From an optimization exercise on the open Yosys and OpenROAD flow, aimed at small area; shortcuts taken in it are not production practice. Only simulation tests tie the RTL to the original design; equivalence was not proved. Power is estimated from default activity; no workload was simulated.

==> inputs of 10-28 <==
==> flow/design.v (excerpt) <==
module lcd_rect_fill_streamer_top (
    input  wire logic                  i_clk,
    input  wire logic                  i_rst_n,
    input  wire logic                  i_req_valid,
    output logic                       i_req_ready,
    input  wire logic                  i_req_kind,
    input  wire logic signed [15:0]    i_req_origin_col,
    input  wire logic signed [15:0]    i_req_origin_row,
    input  wire logic signed [15:0]    i_req_rect_width,
    input  wire logic signed [15:0]    i_req_rect_height,
    input  wire logic [15:0]           i_req_fill_color,
    output logic                       o_res_valid,
    input  wire logic                  o_res_ready,
    output logic [1:0]                 o_res_status,
    output logic [7:0]                 o_res_spi_byte,
    output logic                       o_res_is_data,
    output logic                       o_res_release_select,
    output logic                       o_res_fill_done,
    input  wire logic                  psel,
    input  wire logic                  penable,
    input  wire logic                  pwrite,
    input  wire logic [lrf_pkg::CFG_ADDR_W-1:0] paddr,
    input  wire logic [31:0]           pwdata,
    output logic [31:0]                prdata,
    output logic                       pready
);
    lrf_pkg::t_panel_cfg w_panel;
    lrf_cfg_regs u_cfg (
        .i_clk   (i_clk),
        .i_rst_n (i_rst_n),
        .psel    (psel),
        .penable (penable),
        .pwrite  (pwrite),
        .paddr   (paddr),
        .pwdata  (pwdata),
        .prdata  (prdata),
        .pready  (pready),
        .o_panel (w_panel)
    );
    lrf_engine u_engine (
        .i_clk                (i_clk),
        .i_rst_n              (i_rst_n),
        .i_panel              (w_panel),
        .i_req_valid          (i_req_valid),
        .i_req_ready          (i_req_ready),
        .i_req_kind           (i_req_kind),
        .i_req_origin_col     (i_req_origin_col),
  ...
clock: 10.0 ns
lec_check: 0
cap_margin: 20
core_margin: 2
core_utilization: 40
gpl_timing_driven: 0
slew_margin: 20
standard.sh (not shown) runs the stock make flow with config.mk's settings and CLKGATE_MAP_FILE= SYNTH_SCRIPT=/design/flow/synth_recipe.tcl, a recipe that flattens the netlist after the stock synthesis.
==> flow/flow/run.sh <==
#!/bin/bash
# Layout flow: the standard synthesis, then the same synthesis with an area-oriented
# ABC script; its netlist is used if its registers match the standard one exactly (names
# and cell types). Then the standard ORFS layout, with port buffers of the smallest cell.
set -uo pipefail
HERE=$PWD
RES=$HERE/orfs/results/$FLOW_PLATFORM/lcd_rect_fill_streamer_top/base

bash standard.sh synth > std_synth.log 2>&1 || exit 1
cp $RES/1_2_yosys.v std_1_2_yosys.v

export MY_ABC_SCRIPT=$HERE/flow/area.abc
make -C $FLOW_HOME DESIGN_CONFIG=$HERE/config.mk WORK_HOME=$HERE/area_orfs CLKGATE_MAP_FILE= \
  SYNTH_SCRIPT=$HERE/flow/my_synth.tcl synth > area_synth.log 2>&1
AREA_NET=$HERE/area_orfs/results/$FLOW_PLATFORM/lcd_rect_fill_streamer_top/base/1_2_yosys.v

if [[ -s $AREA_NET ]]; then
  python3 flow/regs.py std_1_2_yosys.v > regs_std.txt
  python3 flow/regs.py $AREA_NET > regs_area.txt
  if [[ -s regs_std.txt ]] && cmp -s regs_std.txt regs_area.txt; then
    echo "using area netlist" > choice.log
    cp $AREA_NET $RES/1_2_yosys.v
    rm -f $RES/1_synth.odb $RES/1_synth.sdc
  else
    echo "registers differ; using standard netlist" > choice.log
  fi
else
  echo "area synthesis failed; using standard netlist" > choice.log
fi

export BUFFER_PORTS_ARGS="-buffer_cell sky130_fd_sc_hd__buf_1"
# One tie cell per constant instead of one per constant output port.
export SKIP_REPAIR_TIE_FANOUT=1
# Clock tree from a few mid-size buffers over large sink clusters, without dummy loads.
export CTS_ARGS="-sink_clustering_enable -repair_clock_nets -buf_list sky130_fd_sc_hd__clkbuf_8 -root_buf sky130_fd_sc_hd__clkbuf_8 -sink_clustering_size 25 -sink_clustering_max_diameter 100 -dont_use_dummy_load"
bash standard.sh finish > standard_flow.log 2>&1
==> flow/flow/area.abc <==
strash
&get -n
&deepsyn -T 30
&put
&get -n
&dch -f
&nf -a -R 1000
&put
Other scripts of this flow, unchanged in this note and not shown: flow/flow/my_synth.tcl, flow/flow/regs.py
==> inputs of 02-17, as changes to 10-28 <==
--- a/flow/design.v
+++ b/flow/design.v
@@ -137,16 +137,15 @@
     localparam logic [3:0] PH_ROW_D2  = 4'd9;
     localparam logic [3:0] PH_ROW_D3  = 4'd10;
     localparam logic [3:0] PH_MEM_CMD = 4'd11;
     localparam logic [3:0] PH_PIX_HI  = 4'd12;   
     localparam logic [3:0] PH_PIX_LO  = 4'd13;
     localparam logic [3:0] PH_PIX_HI1 = 4'd14;   
+    logic [1:0]  r_item;
     logic        r_in_valid;
-    logic        r_kind;
     logic        w_advance;
-    logic        r_bad;        
     logic [9:0]  r_x;          
     logic [9:0]  r_y;          
     logic [9:0]  r_cw;         
     logic [9:0]  r_ch;         
     logic [15:0] r_color;
     logic [3:0]  r_phase;
@@ -199,27 +198,28 @@
     assign w_tx = {1'b0, w_ax, w_cx} + {w_bx, w_cx};
     assign w_ty = {1'b0, w_ay, w_cy} + {w_by, w_cy};
     assign w_sx = w_tx[11:1];
     assign w_sy = w_ty[11:1];
     logic        w_reject;
     logic [9:0]  w_room_x, w_room_y;
-    assign w_reject = r_bad || !w_sx[10] || !w_sy[10];
+    assign w_reject = r_item[0] || !w_sx[10] || !w_sy[10];
     assign w_room_x = ~w_sx[9:0];
     assign w_room_y = ~w_sy[9:0];
+    assign r_in_valid  = r_item != 2'b00;
     assign w_advance   = r_in_valid && (!r_out_valid || o_res_ready);
     assign i_req_ready = !r_in_valid || w_advance;
     logic w_accept;
     logic w_ld_cnt;      
     always_comb begin
         n_phase     = r_phase;
         n_out_valid = 1'b0;
         n_status    = 2'd0;
         n_byte      = 8'h00;
         w_accept    = 1'b0;
         w_ld_cnt    = 1'b0;
-        if (!r_kind) begin
+        if (r_item[1]) begin
             n_out_valid = 1'b1;
             if (!w_idle) begin
                 n_status = 2'd3;
             end else if (w_reject) begin
                 n_status = 2'd2;
             end else begin
@@ -259,33 +259,32 @@
         end
     end
     logic w_run_next;
     assign w_run_next = w_advance ? (n_phase != PH_IDLE) : !w_idle;
     always_ff @(posedge i_clk) begin
         if (!i_rst_n) begin
-            r_in_valid  <= 1'b0;
+            r_item      <= 2'b00;
             r_phase     <= PH_IDLE;
             r_out_valid <= 1'b0;
         end else begin
-            if (i_req_ready) r_in_valid <= i_req_valid;
+            if (i_req_ready) r_item <= !i_req_valid ? 2'b00 :
+                                       i_req_kind ? 2'b01 : {1'b1, w_bad_c || w_bad_r};
             if (w_advance) begin
                 r_phase     <= n_phase;
                 r_out_valid <= n_out_valid;
             end else if (o_res_ready) begin
                 r_out_valid <= 1'b0;
             end
         end
     end
     always_ff @(posedge i_clk) begin
-        if (i_req_ready) r_kind <= i_req_kind;
         if (w_advance) begin
             r_status <= n_status;
             r_byte   <= n_byte;
         end
         if (i_req_ready && !w_run_next) begin
-            r_bad   <= w_bad_c || w_bad_r;
             r_x     <= w_x_in;
             r_y     <= w_y_in;
             r_cw    <= w_cw_in;
             r_ch    <= w_ch_in;
             r_color <= i_req_fill_color;
         end else if (w_advance) begin
==> flow/flow/area.abc (replaced) <==
strash
&get -n
&deepsyn -T 30
&put
&get -n
&dch -f
&nf -a -R 1000 -F 10 -A 10 -C 32 -E 20
&put
- CORE_UTILIZATION: 40 -> 60
- GPL_TIMING_DRIVEN: 0 -> default
- PLACE_DENSITY: default -> 0.8
==> inputs of 07-09, as changes to 10-28 <==
- CORE_UTILIZATION: 40 -> 75
- GPL_TIMING_DRIVEN: 0 -> default
==> inputs of 12-27, as changes to 10-28 <==
- GPL_TIMING_DRIVEN: 0 -> default
==> impl_results.md <==
* Fmax at 0.113 GHz
* Post-DP Area at roughly 6100 sq um
* Die W at 90.2 um
* Vias in the first global route at 5,072
* Fill cells at 400
* Starting DRT DRC Count at between 600 and 700
* Worst-path clk slew at 0.09 ns
* Required time worst endpoint at 10.10 ns
* Run status: timing/DRC/antenna clean
* Comb. pwr at approximately 0.00069 W
* Met1 Wirelength at 5720 um
* Skew-Pair Late Insertion Delay at 0.37 ns
* Overall power at approximately 0.0015 W
The numbers above come from 07-09.

==> impl_results.md <==
* Post-DP Area at ~6200 sq um
* Met1 Wirelength at slightly below 7000 um
* Starting DRT DRC Count at between 400 and 500
* Run status: timing/DRC/antenna clean
* Fmax at 0.122 GHz
* Die W at about 120 um
* Skew-Pair Late Insertion Delay at 0.39 ns
* Crit path to: u_engine.r_y[1]
* Worst-path clk slew at 0.08 ns
* Vias in the first global route at about 4,800
* Comb. pwr at between 0.0006 and 0.0007 W
The numbers above come from 12-27.

==> impl_results.md <==
* Run status: timing/DRC/antenna clean
* Post-DP Area at 6390 sq um
* Worst-path clk slew at about 0.08 ns
* Comb. pwr at 0.000682 W
* Fmax at 0.112 GHz
* Starting DRT DRC Count at 411
* Skew-Pair Late Insertion Delay at 0.39 ns
* Fill cells at 1,343
The numbers above come from 10-28.

==> impl_results.md <==
* Required time worst endpoint at 10.08 ns
* Fmax at 0.110 GHz
* Post-DP Area at 6100 sq um
* Max-cap violations at 0
* Vias in the first global route at 4,874
* Worst-path clk slew at 0.08 ns
* Fill cells at between 700 and 800
* Run status: timing/DRC/antenna clean
* Die W at 100 um
* Starting DRT DRC Count at 367
* Overall power at about 0.0019 W
* Met1 Wirelength at 6140 um
* Comb. pwr at 0.00101 W
The numbers above come from 02-17.

## port drivers added, routing unchanged
The flow's constraints put no driver on any port. The routed layouts listed below were extracted and timed again, unchanged, in two steps. Step 1 (the two cells are an assumption about what drives the block):
set clk [get_ports {i_clk}]
set_driving_cell -lib_cell sky130_fd_sc_hd__clkbuf_16 $clk
set_driving_cell -lib_cell sky130_fd_sc_hd__buf_2 [delete_from_list [all_inputs] $clk]
Step 2 times the ports against the registers' clock, not the clock port: input delays grow and output delays shrink by t, the midpoint of the rising clock arrivals with the driver on. Slacks: ideal ports / drivers / drivers and shift; pairs: ideal ports / drivers.
run | t (ns) | slack for setup (ns) | hold WS [ns] | worst data-port slew with drivers (ns)
10-28 | 0.414 | 1.082 / 1.082 / 1.082 | 0.505 / 0.505 / 0.505 | 0.04
02-17 | 0.387 | 0.906 / 0.906 / 0.906 | 0.517 / 0.517 / 0.517 | 0.04
07-09 | 0.391 | 1.134 / 1.134 / 1.134 | 0.511 / 0.511 / 0.511 | 0.04
12-27 | 0.416 | 1.833 / 1.833 / 1.833 | 0.500 / 0.500 / 0.500 | 0.05
After both steps every run listed still meets setup and hold.
